Background: an optimization exercise with open tools, aiming at small area, a short achievable clock period and few clock cycles per item. Do not read the settings as production practice.
In this exercise RTL edits were held to simulation tests only and were not proved equivalent to the original.
Power figures rest on the tool's default switching activity, not on a simulated workload.

==> flow/design.v <==
package sha1_pkg;
  localparam int unsigned NumChain  = 5;
  localparam int unsigned NumSched  = 16;
  localparam int unsigned NumRounds = 80;
  localparam int unsigned CountW    = 61;
  localparam logic [NumChain*32-1:0] Iv = {
    32'hc3d2e1f0, 32'h10325476, 32'h98badcfe, 32'hefcdab89, 32'h67452301
  };
  localparam logic [7:0] PadByte = 8'h80;
  typedef enum logic [1:0] {
    PH_CH  = 2'd0,
    PH_PAR = 2'd1,
    PH_MAJ = 2'd2,
    PH_PAR2 = 2'd3
  } sha1_phase_e;
  function automatic logic [31:0] sha1_k(sha1_phase_e ph);
    logic [31:0] k;
    case (ph)
      2'd0:    k = 32'h5a827999;
      2'd1:    k = 32'h6ed9eba1;
      2'd2:    k = 32'h8f1bbcdc;
      default: k = 32'hca62c1d6;
    endcase
    sha1_k = k;
  endfunction
  typedef struct packed {
    logic take_byte;   
    logic pad_push;    
    logic fill_push;   
    logic fill_len;    
    logic load_vars;   
    logic round;       
    logic add_chain;   
    logic emit_next;   
    logic finish;      
  } sha1_cmd_t;
  typedef struct packed {
    logic blk_end;     
    logic len_fits;    
    logic widx_last;   
    logic round_last;
    logic word_last;
  } sha1_stat_t;
endpackage
module sha1_message_digest (
  input  logic        clk_i,
  input  logic        rst_ni,
  input  logic        in_valid_i,
  output logic        in_ready_o,
  input  logic [7:0]  data_byte_i,
  input  logic        byte_present_i,
  input  logic        last_i,
  output logic        out_valid_o,
  input  logic        out_ready_i,
  output logic [31:0] digest_word_o,
  output logic [2:0]  word_index_o,
  output logic        last_word_o
);
  localparam logic [1:0] S_IN   = 2'd0;   
  localparam logic [1:0] S_PAD  = 2'd1;   
  localparam logic [1:0] S_FILL = 2'd2;   
  function automatic logic [31:0] rotl(logic [31:0] x, int unsigned n);
    rotl = (x << n) | (x >> (32 - n));
  endfunction
  function automatic logic [31:0] add32(logic [31:0] x, logic [31:0] y);
    logic [31:0] g, p, gn, pn;
    g = x & y;
    p = x ^ y;
    for (int d = 1; d < 32; d = d * 2) begin
      gn = g;
      pn = p;
      for (int i = d; i < 32; i++) begin
        gn[i] = g[i] | (p[i] & g[i-d]);
        pn[i] = p[i] & p[i-d];
      end
      g = gn;
      p = pn;
    end
    add32 = (x ^ y) ^ {g[30:0], 1'b0};
  endfunction
  function automatic logic [31:0] add3(logic [31:0] x, logic [31:0] y, logic [31:0] z);
    logic [31:0] sv, cv;
    sv = x ^ y ^ z;
    cv = (x & y) | (x & z) | (y & z);
    add3 = add32(sv, {cv[30:0], 1'b0});
  endfunction
  function automatic logic [31:0] iv(int unsigned i);
    iv = sha1_pkg::Iv[32*i +: 32];
  endfunction
  logic [31:0] ib_q [16];          
  logic [31:0] w_q [16];           
  logic [31:0] a_q, b_q, c_q, d_q, e_q;
  logic [31:0] h_q [5];
  logic [31:0] pre_q;              
  logic        pv_q;               
  logic [6:0]  pt_q;               
  logic [1:0]  ph_q;               
  logic        end_q;              
  logic        bnd_q;              
  logic [1:0]  phn_q;              
  logic [6:0]  pt_d1;
  logic [6:0]  pt_d;
  logic        busy_q;             
  logic        efin_q;             
  logic        ibf_q;              
  logic        ifin_q;             
  logic [3:0]  fidx_q;             
  logic [60:0] cnt_q;              
  logic [1:0]  st_q;
  logic        len_ok_q;           
  logic        init_q;             
  logic        out_q;              
  logic [2:0]  oidx_q;
  logic        last_q;             
  logic        rv_q, sv_q;
  logic [9:0]  rb_q, sb_q;         
  logic       r_last, r_pres, r_free, acc, in_acc, take, pad_do, fill_do;
  logic [7:0] r_byte;
  logic [1:0] pos;
  assign {r_last, r_pres, r_byte} = rb_q;
  assign pos = cnt_q[1:0];
  assign in_acc     = rv_q && (st_q == S_IN) && (!r_pres || !ibf_q);
  assign take       = in_acc && r_pres;
  assign r_free     = !rv_q || in_acc;
  assign in_ready_o = !sv_q;
  assign acc        = in_valid_i && !sv_q;
  assign pad_do     = (st_q == S_PAD) && !ibf_q;
  assign fill_do    = (st_q == S_FILL) && !ibf_q;
  always_ff @(posedge clk_i) begin
    if (r_free) begin
      rb_q <= sv_q ? sb_q : {last_i, byte_present_i, data_byte_i};
    end else if (acc) begin
      sb_q <= {last_i, byte_present_i, data_byte_i};
    end
  end
  logic [3:0]  wr_idx;
  logic [3:0]  lane_en;
  logic [31:0] wr_data, fill_word;
  assign fill_word = !len_ok_q          ? 32'd0 :
                     (fidx_q == 4'd14)  ? cnt_q[60:29] :
                     (fidx_q == 4'd15)  ? {cnt_q[28:0], 3'b000} : 32'd0;
  always_comb begin
    wr_idx  = cnt_q[5:2];
    lane_en = 4'b0000;
    wr_data = {4{r_byte}};
    if (take) begin
      lane_en = 4'b1000 >> pos;
    end else if (pad_do) begin
      lane_en = 4'b1111 >> pos;
      wr_data = {4{sha1_pkg::PadByte}} & (32'hff000000 >> {pos, 3'b000});
    end else if (fill_do) begin
      wr_idx  = fidx_q;
      lane_en = 4'b1111;
      wr_data = fill_word;
    end
  end
  always_ff @(posedge clk_i) begin
    for (int i = 0; i < 16; i++) begin
      for (int l = 0; l < 4; l++) begin
        if (lane_en[l] && wr_idx == 4'(i)) ib_q[i][8*l +: 8] <= wr_data[8*l +: 8];
      end
    end
  end
  always_ff @(posedge clk_i) begin
    if (init_q || (fill_do && fidx_q == 4'd15 && len_ok_q)) begin
      cnt_q <= '0;
    end else if (take) begin
      cnt_q <= cnt_q + 61'd1;
    end
  end
  logic chain_do, start, pt_end;
  assign pt_end   = end_q;
  assign chain_do = busy_q && pt_end && !pv_q && !out_q;
  assign start    = ibf_q && (!busy_q || chain_do);
  logic [31:0] w_new;
  assign w_new = rotl(w_q[13] ^ w_q[8] ^ w_q[2] ^ w_q[0], 1);
  always_ff @(posedge clk_i) begin
    if (start) begin
      for (int i = 0; i < 16; i++) w_q[i] <= ib_q[i];
    end else begin
      for (int i = 0; i < 15; i++) w_q[i] <= w_q[i+1];
      w_q[15] <= w_new;
    end
  end
  logic [1:0]  ph, ph_d;
  logic [31:0] k, ee_q, kw_q;
  logic        pv_d;
  assign ph   = ph_q;
  assign pv_d = busy_q && !pt_end;
  always_comb begin
    ph_d = ph_q;
    if (start) begin
      ph_d = 2'd0;
    end else if (busy_q && !pt_end && bnd_q) begin
      ph_d = ph_q + 2'd1;
    end
  end
  assign pt_d1 = pt_d + 7'd1;
  always_comb begin
    pt_d = pt_q;
    if (start) begin
      pt_d = 7'd0;
    end else if (busy_q && !pt_end) begin
      pt_d = pt_q + 7'd1;
    end
  end
  logic [1:0]  ph_n;
  logic [31:0] kw0, kwn;
  assign ph_n = phn_q;
  assign kw0  = add32(32'h5a827999, ib_q[0]);
  always_comb begin
    case (ph_n)
      2'd0:    k = 32'h5a827999;
      2'd1:    k = 32'h6ed9eba1;
      2'd2:    k = 32'h8f1bbcdc;
      default: k = 32'hca62c1d6;
    endcase
  end
  assign kwn = add32(k, w_q[1]);
  logic [31:0] a_d, b_d, c_d, d_d, e_d;
  logic [31:0] fp_q, fq_q;
  logic [31:0] c_r, d_r;
  assign c_r = pv_q ? rotl(b_q, 30) : c_q;
  assign d_r = pv_q ? c_q : d_q;
  always_ff @(posedge clk_i) begin
    ee_q  <= pv_d ? d_d : e_d;
    kw_q  <= start ? kw0 : kwn;
    pre_q <= add32(ee_q, kw_q);
    case (ph)
      2'd0: begin
        fp_q <= c_r;
        fq_q <= d_r;
      end
      2'd2: begin
        fp_q <= c_r | d_r;
        fq_q <= c_r & d_r;
      end
      default: begin
        fp_q <= ~(c_r ^ d_r);
        fq_q <= c_r ^ d_r;
      end
    endcase
  end
  logic [31:0] f, t;
  logic [31:0] sum [5];
  logic [31:0] ra, t_s, t_c, t_c1, t_c0;
  assign ra   = rotl(a_q, 5);
  assign f    = (b_q & fp_q) | (~b_q & fq_q);
  assign t_s  = ra ^ pre_q ^ f;
  assign t_c1 = (ra & pre_q) | (ra & fp_q) | (pre_q & fp_q);
  assign t_c0 = (ra & pre_q) | (ra & fq_q) | (pre_q & fq_q);
  assign t_c  = (b_q & t_c1) | (~b_q & t_c0);
  assign t    = add32(t_s, {t_c[30:0], 1'b0});
  assign sum[0] = h_q[0] + a_q;
  assign sum[1] = h_q[1] + b_q;
  assign sum[2] = h_q[2] + c_q;
  assign sum[3] = h_q[3] + d_q;
  assign sum[4] = h_q[4] + e_q;
  always_comb begin
    a_d = a_q; b_d = b_q; c_d = c_q; d_d = d_q; e_d = e_q;
    if (pv_q) begin
      a_d = t;
      b_d = a_q;
      c_d = rotl(b_q, 30);
      d_d = c_q;
      e_d = d_q;
    end else if (chain_do) begin
      if (init_q || efin_q) begin
        a_d = iv(0); b_d = iv(1); c_d = iv(2); d_d = iv(3); e_d = iv(4);
      end else begin
        a_d = sum[0]; b_d = sum[1]; c_d = sum[2]; d_d = sum[3]; e_d = sum[4];
      end
    end
  end
  always_ff @(posedge clk_i) begin
    a_q <= a_d;
    b_q <= b_d;
    c_q <= c_d;
    d_q <= d_d;
    e_q <= e_d;
    if (chain_do) begin
      for (int i = 0; i < 5; i++) h_q[i] <= init_q ? iv(i) : sum[i];
    end else if (out_q && out_ready_i && last_q) begin
      for (int i = 0; i < 5; i++) h_q[i] <= iv(i);
    end else if (out_q && out_ready_i) begin
      for (int i = 0; i < 4; i++) h_q[i] <= h_q[i+1];
      h_q[4] <= h_q[0];
    end
  end
  always_ff @(posedge clk_i or negedge rst_ni) begin
    if (!rst_ni) begin
      pv_q     <= 1'b0;
      pt_q     <= 7'd80;
      ph_q     <= 2'd3;
      end_q    <= 1'b1;
      bnd_q    <= 1'b0;
      phn_q    <= 2'd3;
      busy_q   <= 1'b1;
      efin_q   <= 1'b0;
      ibf_q    <= 1'b0;
      ifin_q   <= 1'b0;
      fidx_q   <= 4'd0;
      st_q     <= S_IN;
      len_ok_q <= 1'b0;
      init_q   <= 1'b1;
      out_q    <= 1'b0;
      oidx_q   <= 3'd0;
      last_q   <= 1'b0;
      rv_q     <= 1'b0;
      sv_q     <= 1'b0;
    end else begin
      if (r_free) begin
        rv_q <= sv_q || acc;
        sv_q <= 1'b0;
      end else if (acc) begin
        sv_q <= 1'b1;
      end
      pv_q <= pv_d;
      ph_q <= ph_d;
      pt_q  <= pt_d;
      end_q <= (pt_d == 7'd80);
      bnd_q <= (pt_d == 7'd19) || (pt_d == 7'd39) || (pt_d == 7'd59);
      phn_q <= (pt_d1 < 7'd20) ? 2'd0 : (pt_d1 < 7'd40) ? 2'd1 : (pt_d1 < 7'd60) ? 2'd2 : 2'd3;
      if (start) begin
        busy_q <= 1'b1;
        efin_q <= ifin_q;
      end else begin
        if (chain_do) busy_q <= 1'b0;
      end
      if (chain_do) begin
        init_q  <= 1'b0;
        if (efin_q) out_q <= 1'b1;
      end
      if (take) begin
        if (cnt_q[5:0] == 6'd63) ibf_q <= 1'b1;
      end
      if (start) begin
        ibf_q  <= 1'b0;
        ifin_q <= 1'b0;
      end
      case (st_q)
        S_IN: begin
          if (in_acc && r_last) st_q <= S_PAD;
        end
        S_PAD: begin
          if (pad_do) begin
            st_q <= S_FILL;
            if (cnt_q[5:2] == 4'd15) begin
              ibf_q    <= 1'b1;
              fidx_q   <= 4'd0;
              len_ok_q <= 1'b1;
            end else begin
              fidx_q   <= cnt_q[5:2] + 4'd1;
              len_ok_q <= (cnt_q[5:2] != 4'd14);
            end
          end
        end
        default: begin
          if (fill_do) begin
            fidx_q <= fidx_q + 4'd1;
            if (fidx_q == 4'd15) begin
              ibf_q <= 1'b1;
              if (len_ok_q) begin
                ifin_q   <= 1'b1;
                len_ok_q <= 1'b0;
                st_q     <= S_IN;
              end else begin
                len_ok_q <= 1'b1;
              end
            end
          end
        end
      endcase
      if (out_q && out_ready_i) begin
        if (last_q) begin
          out_q  <= 1'b0;
          oidx_q <= 3'd0;
          last_q <= 1'b0;
        end else begin
          oidx_q <= oidx_q + 3'd1;
          last_q <= (oidx_q == 3'd3);
        end
      end
    end
  end
  assign out_valid_o   = out_q;
  assign digest_word_o = h_q[0];
  assign word_index_o  = oidx_q;
  assign last_word_o   = last_q;
endmodule
Settings: LEC_CHECK=0, ABC_CLOCK_PERIOD_IN_PS=3000, CAP_MARGIN=20, CORE_MARGIN=2, CORE_UTILIZATION=60, CTS_BUF_LIST=sky130_fd_sc_hd__clkbuf_8, SETUP_SLACK_MARGIN=5, SLEW_MARGIN=20, TNS_END_PERCENT=0; clock period 8.0 ns.
run.sh (not shown) runs the stock make flow with config.mk's settings and CLKGATE_MAP_FILE= SYNTH_SCRIPT=/design/flow/synth_recipe.tcl, a recipe that flattens the netlist after the stock synthesis.
Testbench counts at the start, summed over its fixed seeds: cycles 69,889, bytes 46,322.
Change:
--- a/flow/design.v
+++ b/flow/design.v
@@ -159,17 +159,10 @@
       for (int l = 0; l < 4; l++) begin
         if (lane_en[l] && wr_idx == 4'(i)) ib_q[i][8*l +: 8] <= wr_data[8*l +: 8];
       end
     end
   end
-  always_ff @(posedge clk_i) begin
-    if (init_q || (fill_do && fidx_q == 4'd15 && len_ok_q)) begin
-      cnt_q <= '0;
-    end else if (take) begin
-      cnt_q <= cnt_q + 61'd1;
-    end
-  end
   logic chain_do, start, pt_end;
   assign pt_end   = end_q;
   assign chain_do = busy_q && pt_end && !pv_q && !out_q;
   assign start    = ibf_q && (!busy_q || chain_do);
   logic [31:0] w_new;
@@ -241,18 +234,12 @@
       end
     endcase
   end
   logic [31:0] f, t;
   logic [31:0] sum [5];
-  logic [31:0] ra, t_s, t_c, t_c1, t_c0;
-  assign ra   = rotl(a_q, 5);
-  assign f    = (b_q & fp_q) | (~b_q & fq_q);
-  assign t_s  = ra ^ pre_q ^ f;
-  assign t_c1 = (ra & pre_q) | (ra & fp_q) | (pre_q & fp_q);
-  assign t_c0 = (ra & pre_q) | (ra & fq_q) | (pre_q & fq_q);
-  assign t_c  = (b_q & t_c1) | (~b_q & t_c0);
-  assign t    = add32(t_s, {t_c[30:0], 1'b0});
+  assign f = (b_q & fp_q) | (~b_q & fq_q);
+  assign t = add3(rotl(a_q, 5), f, pre_q);
   assign sum[0] = h_q[0] + a_q;
   assign sum[1] = h_q[1] + b_q;
   assign sum[2] = h_q[2] + c_q;
   assign sum[3] = h_q[3] + d_q;
   assign sum[4] = h_q[4] + e_q;
@@ -298,10 +285,11 @@
       busy_q   <= 1'b1;
       efin_q   <= 1'b0;
       ibf_q    <= 1'b0;
       ifin_q   <= 1'b0;
       fidx_q   <= 4'd0;
+      cnt_q    <= '0;
       st_q     <= S_IN;
       len_ok_q <= 1'b0;
       init_q   <= 1'b1;
       out_q    <= 1'b0;
       oidx_q   <= 3'd0;
@@ -330,10 +318,11 @@
       if (chain_do) begin
         init_q  <= 1'b0;
         if (efin_q) out_q <= 1'b1;
       end
       if (take) begin
+        cnt_q <= cnt_q + 61'd1;
         if (cnt_q[5:0] == 6'd63) ibf_q <= 1'b1;
       end
       if (start) begin
         ibf_q  <= 1'b0;
         ifin_q <= 1'b0;
@@ -360,10 +349,11 @@
             fidx_q <= fidx_q + 4'd1;
             if (fidx_q == 4'd15) begin
               ibf_q <= 1'b1;
               if (len_ok_q) begin
                 ifin_q   <= 1'b1;
+                cnt_q    <= '0;
                 len_ok_q <= 1'b0;
                 st_q     <= S_IN;
               end else begin
                 len_ok_q <= 1'b1;
               end
Effect: Maximum frequency shrinks by 3.0%; synthesized area hardly moves; non-clock buffer count shrinks by 11; cell count went down by 1.4%; design area came out lower by 0.41%; via count falls by 0.93%; first-iteration DRC count went up by 1.3%; total power drops by 0.41%; clock power goes up by 3.9%; routed wire length goes down by 0.60%; setup slack is worse by 0.12 ns.
Testbench counts after the change, summed over its fixed seeds: cycles 69,889, bytes 46,322.

[re-timing with driven ports]
The flow's constraints put no driver on any port. The routed layouts listed below were extracted and timed again, unchanged, in two steps. Step 1 sets driving cells, clkbuf_16 on the clock port and buf_2 on the other inputs (assumed; they add their load-dependent delay and slew). Step 2 also shifts input and output timing later by t, the mid clock arrival at the registers, as if the neighbouring blocks saw the same clock. Slacks: ideal ports / drivers / drivers and shift; pairs: ideal ports / drivers.
| run | t (ns) | setup WS [ns] | worst setup path at the end | latest minus earliest clock arrival (ns) |
|---|---|---|---|---|
| the first run | 1.010 | 4.194 / 4.194 / 3.748 | input to register | 0.067 / 0.067 |
| the second run | 1.014 | 4.077 / 4.018 / 3.470 | input to register | 0.089 / 0.089 |
After both steps setup and hold are still met in every run listed. For the second run, which loses most, drivers alone change the setup slack by -0.059 ns; drivers and shift together by -0.607 ns.
